This design comes from an exercise in tuning for small area on the open sky130 flow, not from production work. The RTL was checked by simulation tests, not by an equivalence proof against the original design. Power is estimated from default activity; no workload was simulated.

**flow/run.sh**
```bash
#!/bin/bash
# synth_recipe.tcl (not shown) runs the flow's synth.tcl, then flattens the netlist and writes it again
# the make line also repeats each setting of config.mk as NAME=value (left out here)
make -C /OpenROAD-flow-scripts/flow DESIGN_CONFIG=/design/flow/config.mk WORK_HOME=/design/flow/orfs CLKGATE_MAP_FILE= SYNTH_SCRIPT=/design/flow/synth_recipe.tcl finish
```
**flow/config.mk**
```make
export PLATFORM = sky130hd
export DESIGN_NAME = pkt_framer
export DESIGN_NICKNAME = pkt_framer
export VERILOG_FILES = /design/flow/design.v
export SDC_FILE = /design/flow/constraint.sdc
export NUM_CORES = 4
export LEC_CHECK = 0
export CAP_MARGIN = 20
export CORE_MARGIN = 2
export CORE_UTILIZATION = 40
export SLEW_MARGIN = 20
```
**flow/constraint.sdc**
```tcl
create_clock -name core_clock -period 6.0 [get_ports {sclk}]
set_input_delay 1.2000 -clock core_clock [delete_from_list [all_inputs] [get_ports {sclk}]]
set_output_delay 1.2000 -clock core_clock [all_outputs]
set_load 0.01 [all_outputs]
```
**flow/design.v**
```verilog
`default_nettype none
package pkt_framer_pkg;
  typedef logic [63:0] word_t;       
  typedef logic [23:0] byte_cnt_t;   
  typedef logic [5:0]  near_t;       
  localparam logic [27:0] HDR_MARK = 28'hFFF_FFFF;
  localparam logic [31:0] TRL_MARK = 32'hFFEE_DDC9;
  localparam int BUF_DEPTH = 16;                  
  localparam int BUF_SLACK = 3;                   
  localparam int BUF_AW    = $clog2(BUF_DEPTH);   
  typedef logic [BUF_AW-1:0] buf_ptr_t;    
  typedef logic [BUF_AW:0]   buf_fill_t;   
  localparam buf_fill_t FILL_LIMIT = buf_fill_t'(BUF_DEPTH - BUF_SLACK);
  typedef enum logic [1:0] {
    IDLE  = 2'd0,   
    HDR   = 2'd1,   
    DATA  = 2'd2,   
    TRAIL = 2'd3    
  } seq_state_t;
endpackage
`default_nettype wire
`timescale 1ns/10ps
`default_nettype none
module stream_buffer (
  input  logic      sclk,
  input  logic      rst_n_f,
  input  logic      w_en,          
  input  pkt_framer_pkg::word_t     w_data,        
  input  logic      eob,           
  input  pkt_framer_pkg::byte_cnt_t byte_cnt,      
  output logic      wfifo_ready,   
  output logic      buf_valid,     
  output pkt_framer_pkg::word_t     buf_word,
  output logic      buf_eob,
  output pkt_framer_pkg::byte_cnt_t buf_cnt,
  input  logic      buf_pop        
);
  logic      cap_vld;   
  pkt_framer_pkg::word_t     cap_word;
  logic      cap_eob;
  pkt_framer_pkg::byte_cnt_t cap_cnt;
  pkt_framer_pkg::word_t     mem_word [pkt_framer_pkg::BUF_DEPTH];
  logic      mem_eob  [pkt_framer_pkg::BUF_DEPTH];
  pkt_framer_pkg::byte_cnt_t mem_cnt  [pkt_framer_pkg::BUF_DEPTH];
  pkt_framer_pkg::buf_ptr_t  wr_ptr;
  pkt_framer_pkg::buf_ptr_t  rd_ptr;
  pkt_framer_pkg::buf_fill_t fill;      
  pkt_framer_pkg::buf_fill_t occ;       
  logic      buf_wr;    
  logic      buf_rd;    
  always_ff @(posedge sclk or negedge rst_n_f) begin : cap_ctrl
    if (!rst_n_f) begin
      cap_vld <= 1'b0;
    end else begin
      cap_vld <= w_en;   
    end
  end
  always_ff @(posedge sclk) begin : cap_data
    if (w_en) begin
      cap_word <= w_data;
      cap_eob  <= eob;
      cap_cnt  <= byte_cnt;   
    end
  end
  assign buf_wr = cap_vld;                  
  assign buf_rd = buf_pop & buf_valid;      
  always_ff @(posedge sclk) begin : ring_write
    if (buf_wr) begin
      mem_word[wr_ptr] <= cap_word;
      mem_eob[wr_ptr]  <= cap_eob;
      mem_cnt[wr_ptr]  <= cap_cnt;
    end
  end
  always_ff @(posedge sclk or negedge rst_n_f) begin : ring_ptrs
    if (!rst_n_f) begin
      wr_ptr <= '0;
      rd_ptr <= '0;
      fill   <= '0;
    end else begin
      if (buf_wr) begin
        wr_ptr <= wr_ptr + 1'b1;   
      end
      if (buf_rd) begin
        rd_ptr <= rd_ptr + 1'b1;
      end
      case ({buf_wr, buf_rd})
        2'b10:   fill <= fill + 1'b1;
        2'b01:   fill <= fill - 1'b1;
        default: fill <= fill;   
      endcase
    end
  end
  assign buf_valid = (fill != '0);
  assign buf_word  = mem_word[rd_ptr];
  assign buf_eob   = mem_eob[rd_ptr];
  assign buf_cnt   = mem_cnt[rd_ptr];
  assign occ = fill + pkt_framer_pkg::buf_fill_t'(cap_vld);
  always_ff @(posedge sclk or negedge rst_n_f) begin : ready_reg
    if (!rst_n_f) begin
      wfifo_ready <= 1'b0;   
    end else begin
      wfifo_ready <= (occ <= pkt_framer_pkg::FILL_LIMIT);
    end
  end
endmodule
`default_nettype wire
`timescale 1ns/10ps
`default_nettype none
module frame_seq (
  input  logic      sclk,
  input  logic      rst_n_f,
  input  logic      start_blk,    
  input  pkt_framer_pkg::near_t     quant_near,   
  input  logic      buf_valid,
  input  pkt_framer_pkg::word_t     buf_word,
  input  logic      buf_eob,
  input  pkt_framer_pkg::byte_cnt_t buf_cnt,
  output logic      buf_pop,      
  output logic      out_valid,
  output pkt_framer_pkg::word_t     out_data,
  input  logic      out_ready,
  output logic      block_done,   
  output logic      done_ack      
);
  pkt_framer_pkg::seq_state_t state;
  pkt_framer_pkg::seq_state_t state_nxt;
  logic start_q;      
  logic start_q2;     
  logic start_rise;   
  logic go;           
  logic      xfer;      
  pkt_framer_pkg::word_t     hdr_word;
  pkt_framer_pkg::word_t     trl_word;
  pkt_framer_pkg::byte_cnt_t trl_cnt;   
  always_ff @(posedge sclk or negedge rst_n_f) begin : start_sync
    if (!rst_n_f) begin
      start_q  <= 1'b0;
      start_q2 <= 1'b0;
    end else begin
      start_q  <= start_blk;
      start_q2 <= start_q;
    end
  end
  assign start_rise = start_q & ~start_q2;
  assign go = (state == pkt_framer_pkg::IDLE) & start_rise;
  assign xfer = out_valid & out_ready;
  assign hdr_word = {pkt_framer_pkg::HDR_MARK, 30'd0, quant_near};
  assign trl_word = {8'd0, trl_cnt, pkt_framer_pkg::TRL_MARK};
  always_comb begin : fsm_nxt
    state_nxt = state;
    case (state)
      pkt_framer_pkg::IDLE: begin
        if (go) begin
          state_nxt = pkt_framer_pkg::HDR;
        end
      end
      pkt_framer_pkg::HDR: begin
        if (xfer) begin
          state_nxt = pkt_framer_pkg::DATA;   
        end
      end
      pkt_framer_pkg::DATA: begin
        if (xfer && buf_eob) begin
          state_nxt = pkt_framer_pkg::TRAIL;   
        end
      end
      pkt_framer_pkg::TRAIL: begin
        if (xfer) begin
          state_nxt = pkt_framer_pkg::IDLE;
        end
      end
      default: begin
        state_nxt = pkt_framer_pkg::IDLE;
      end
    endcase
  end
  always_ff @(posedge sclk or negedge rst_n_f) begin : fsm_reg
    if (!rst_n_f) begin
      state <= pkt_framer_pkg::IDLE;
    end else begin
      state <= state_nxt;
    end
  end
  always_comb begin : out_mux
    out_valid = 1'b0;
    out_data  = buf_word;   
    case (state)
      pkt_framer_pkg::HDR: begin
        out_valid = 1'b1;
        out_data  = hdr_word;
      end
      pkt_framer_pkg::DATA: begin
        out_valid = buf_valid;   
        out_data  = buf_word;
      end
      pkt_framer_pkg::TRAIL: begin
        out_valid = 1'b1;
        out_data  = trl_word;
      end
      default: begin
        out_valid = 1'b0;
      end
    endcase
  end
  assign buf_pop = (state == pkt_framer_pkg::DATA) & buf_valid & out_ready;
  assign block_done = (state == pkt_framer_pkg::TRAIL);
  always_ff @(posedge sclk) begin : trl_latch
    if (buf_pop && buf_eob) begin
      trl_cnt <= buf_cnt;
    end
  end
  always_ff @(posedge sclk or negedge rst_n_f) begin : ack_reg
    if (!rst_n_f) begin
      done_ack <= 1'b0;
    end else begin
      done_ack <= block_done & out_ready;   
    end
  end
endmodule
`default_nettype wire
`timescale 1ns/10ps
`default_nettype none
module pkt_framer (
  input  logic      sclk,
  input  logic      rst_n_f,
  input  logic      w_en,
  input  pkt_framer_pkg::word_t     w_data,
  input  logic      eob,
  input  pkt_framer_pkg::byte_cnt_t byte_cnt,
  output logic      wfifo_ready,
  input  logic      start_blk,
  input  pkt_framer_pkg::near_t     quant_near,
  output logic      out_valid,
  output pkt_framer_pkg::word_t     out_data,
  input  logic      out_ready,
  output logic      block_done,
  output logic      done_ack
);
  logic      buf_valid;
  pkt_framer_pkg::word_t     buf_word;
  logic      buf_eob;
  pkt_framer_pkg::byte_cnt_t buf_cnt;
  logic      buf_pop;     
  stream_buffer i_buf (
    .sclk        (sclk),
    .rst_n_f     (rst_n_f),
    .w_en        (w_en),
    .w_data      (w_data),
    .eob         (eob),
    .byte_cnt    (byte_cnt),
    .wfifo_ready (wfifo_ready),
    .buf_valid   (buf_valid),
    .buf_word    (buf_word),
    .buf_eob     (buf_eob),
    .buf_cnt     (buf_cnt),
    .buf_pop     (buf_pop)
  );
  frame_seq i_seq (
    .sclk        (sclk),
    .rst_n_f     (rst_n_f),
    .start_blk   (start_blk),
    .quant_near  (quant_near),
    .buf_valid   (buf_valid),
    .buf_word    (buf_word),
    .buf_eob     (buf_eob),
    .buf_cnt     (buf_cnt),
    .buf_pop     (buf_pop),
    .out_valid   (out_valid),
    .out_data    (out_data),
    .out_ready   (out_ready),
    .block_done  (block_done),
    .done_ack    (done_ack)
  );
endmodule
`default_nettype wire
```
==> notes.md <==
## cell type report
type	instances	area, µm²
well taps	1930	2410
clock buffers	205	4180
clock inverters	75	559
flip-flops and latches	1557	46700
fillers	12100	79300
multi-input cells	926	11600
repair buffers	225	2300
diodes	1	2.50
inverters	32	125
## state kept, by name, indices dropped and copies added, names as in the netlist, 2 cells and up
signal	flops
i_buf.cap_cnt	24
i_buf.cap_word	64
i_buf.fill	5
i_buf.mem_cnt	384
i_buf.mem_eob	16
i_buf.mem_word	1024
i_buf.rd_ptr	4
i_buf.wr_ptr	4
i_seq.state	2
i_seq.trl_cnt	24
## how the worst max path moves through the flow
stage / cells past startpoint / slack [ns] / endpoint
detailed placement: 6 / 1.46 / out_data[50]
global route: 5 / 0.57 / out_data[35]
finish: 6 / 0.65 / out_data[50]
CTS: 5 / 0.60 / out_data[35]
global placement: 5 / 1.46 / out_data[35]
floorplan: 4 / -1.39 / i_buf.mem_cnt[0][0]
## metrics by stage
step,total power [mW],setup slack (ns)
final,33.0,0.648
after global routing,34.3,0.572
after CTS,33.3,0.604
after global placement,23.9,1.46
after floorplan,20.1,-1.39
after detailed placement,24.1,1.46
## power by group through the flow
stage	Clock [mW]	Combinational, mW	Sequential (mW)
finish	9.18	9.84	13.9
global route	9.79	10.4	14.1
CTS	9.37	9.97	14.0
detailed placement	0	9.94	14.2
global placement	0	9.87	14.1
floorplan	0	6.29	13.8
## kinds of logic (layout without fill, tap and decap cells)
group,after synthesis,after routing,share of synthesized area
xor+xnor,13,13,0.00193
other cells,0,1,0
buf+inv,183,537,0.0147
flops,1557,1557,0.790
compound gates,259,259,0.0304
fa+ha+maj,15,15,0.00314
mux,472,472,0.146
simple gates,167,167,0.0135
## placed cells by master, fill, tap and decap left out, types with 33 or more instances in the layout
master	count
clkbuf_1	44
clkdlybuf4s50_1	166
nand2_1	92
edfxtp_1	1537
buf_4	43
a221oi_1	50
a21oi_1	57
clkbuf_16	160
mux4_2	311
clkinv_1	33
o31ai_1	33
mux2i_1	156
## metal layers
layer	wire length, µm	GRT usage	vias up	part of all wire
met4	2630	0.0489	2	0.018
met5	10	0	-	0.000069
met1	61600	0.272	15300	0.42
met2	70300	0.308	1107	0.48
li1	-	-	11700	-
met3	10900	0.0374	193	0.075
==> notes.md <==
#FFs+latches synth -> 1557
Pint -> 22.8 mW
Delay-heaviest family, CP -> buffers and inverters
Die height -> 388 µm
Post-CTS Hold Fix Bufs -> 0
Htree depth -> 4
Worst Tran Pin Value -> 1.05 ns
Placer Congestion -> 0.774
Synth Area per Inst -> 22.2 µm²
Worst path slowest cell -> dfrtp_4
Library cells used by synthesis -> 44
Post-layout min period -> 5.35 ns
Peak supply drop -> 0.346 mV
Final Core Density -> 0.461
Critical Path RT -> 4.80 ns
Final ANT Viol Nets -> 0
Switching Share -> 0.309
Gr usage total -> 0.192
Non-Filler Instances -> 4951
Final Hold Fails -> 0
Design area -> 67900 µm²
Clock tree buffer depth -> 3
Setup crit start kind -> flop
Post-synth EDFFs -> 1537
Fmax -> 0.187 GHz
Number of setup buffers added after CTS -> 0
Vias per inst -> 5.71
Die Wd -> 388 µm
First-pass GRT wire length -> 209 mm
R2R cell count -> 7
Ys Warns -> 2
Setup TNS -> 0 ns
Top cells by area, synth -> edfxtp_1 (78%), mux4_2 (12%), mux2i_1 (2.6%), dfrtp_1 (0.85%), a221oi_1 (0.74%)
Hold WC Path Type -> reg -> reg
Drt first-iter violations -> 2885
Nature of the critical path endpoint -> primary output
HP Start -> i_seq.start_q
Die area -> 151000 µm²
TritonCTS Sinks -> 1557
Comb pwr share -> 0.299
Share of cells above drive strength 1 -> 0.200
CTS resizes -> 0
CP cell instances -> buf_12 -> mux4_2 -> mux4_2 -> inv_1 -> o21ai_1 -> clkdlybuf4s50_1
Largest area contributor in the netlist -> edfxtp_1
Synth Instances -> 2666
Initial antenna violation count -> 8
Worst path max stage delay -> 0.82 ns
Placed instance count -> 4670
RR Startpoint -> i_buf.rd_ptr[1]
Worst Hold Depth -> 0
Rows -> 141
Power per cell area -> 486 nW/µm²
Placed instance area -> 63100 µm²
Synth Net Count -> 2780
Worst r2r dst -> i_seq.trl_cnt[6]
WHS -> 0.522 ns
Clock skew -> 0.0288 ns
Num CTS Buffers -> 156
RSZ-0062 raised after global routing -> false
Worst Path Buf+Inv -> 3
Clock power frac -> 0.278
Via count -> 28300
Slew Limit Fails -> 0
Final worst-path cycle share -> 0.892
CP arrival -> 4.15 ns
Clock Root Buffer -> clkbuf_16
Hold worst-path end -> i_seq.start_q2
Primary FF master, synth -> edfxtp_1
Seq pwr share -> 0.423
CP max FO -> 119
Worst Setup SP -> i_buf.rd_ptr[1]
FFs w/ async S/R, synth -> 0.0128
Starting Density -> 0.401
Residual overflow from global routing -> 0
CP most frequent cell -> mux4_2
Sw power -> 10.2 mW
Outcome -> timing/DRC/antenna clean
WL final -> 145 mm
Remaining DRCs -> 0
R2R setup slack -> 1.66 ns
Max_slew headroom -> 0.297
Maxcap violations -> 0
CORE AREA -> 147000 µm²
CP Class -> reg -> out
Vias in the first global route -> 29300
Final net count -> 3012
Post-synth top area share -> 0.781
Pin count of the biggest net entering global routing -> 120
Layout area overhead -> 14.9%
Final HPWL DP -> 75.1 mm
Skew-Pair Late Insertion Delay -> 0.79 ns
I/O Buffers -> 167
I/O pins -> 168
Pleak -> 21.7 nW
Count leader, synth -> edfxtp_1
Area of the mapped netlist -> 59100 µm²
Worst-path clk slew -> 0.06 ns
CTS tree -> yes
DR pass1 iterations -> 5
Final setup fails -> 0
Synth cell count leaders -> edfxtp_1 (1537), mux4_2 (311), mux2i_1 (156)
Register area share after synthesis -> 0.790
Wire per inst -> 29.4 µm

==> re-timing with driven ports <==
The results above use ideal ports. As a check the final layout listed here was re-extracted and re-timed, cells and wires unchanged. Step 1 sets driving cells, clkbuf_16 on the clock port and buf_2 on the other inputs (assumed; they add their load-dependent delay and slew). Step 2 moves the port delays by t, midway between the first and last clock arrival at a register: inputs arrive t later, outputs are due t later. That takes back most of the time a late clock gives input paths. Three values: ideal ports, drivers, drivers and shift; two values: the first two.
shift t [ns]: 0.846
slack for setup (ns): 0.648 / 0.576 / 1.422
worst setup path at the end: register to output
worst data-port slew with drivers (ns): 0.17
After both steps this run still meets setup and hold. For this run, drivers alone change the setup slack by -0.072 ns; drivers and shift together by +0.774 ns.
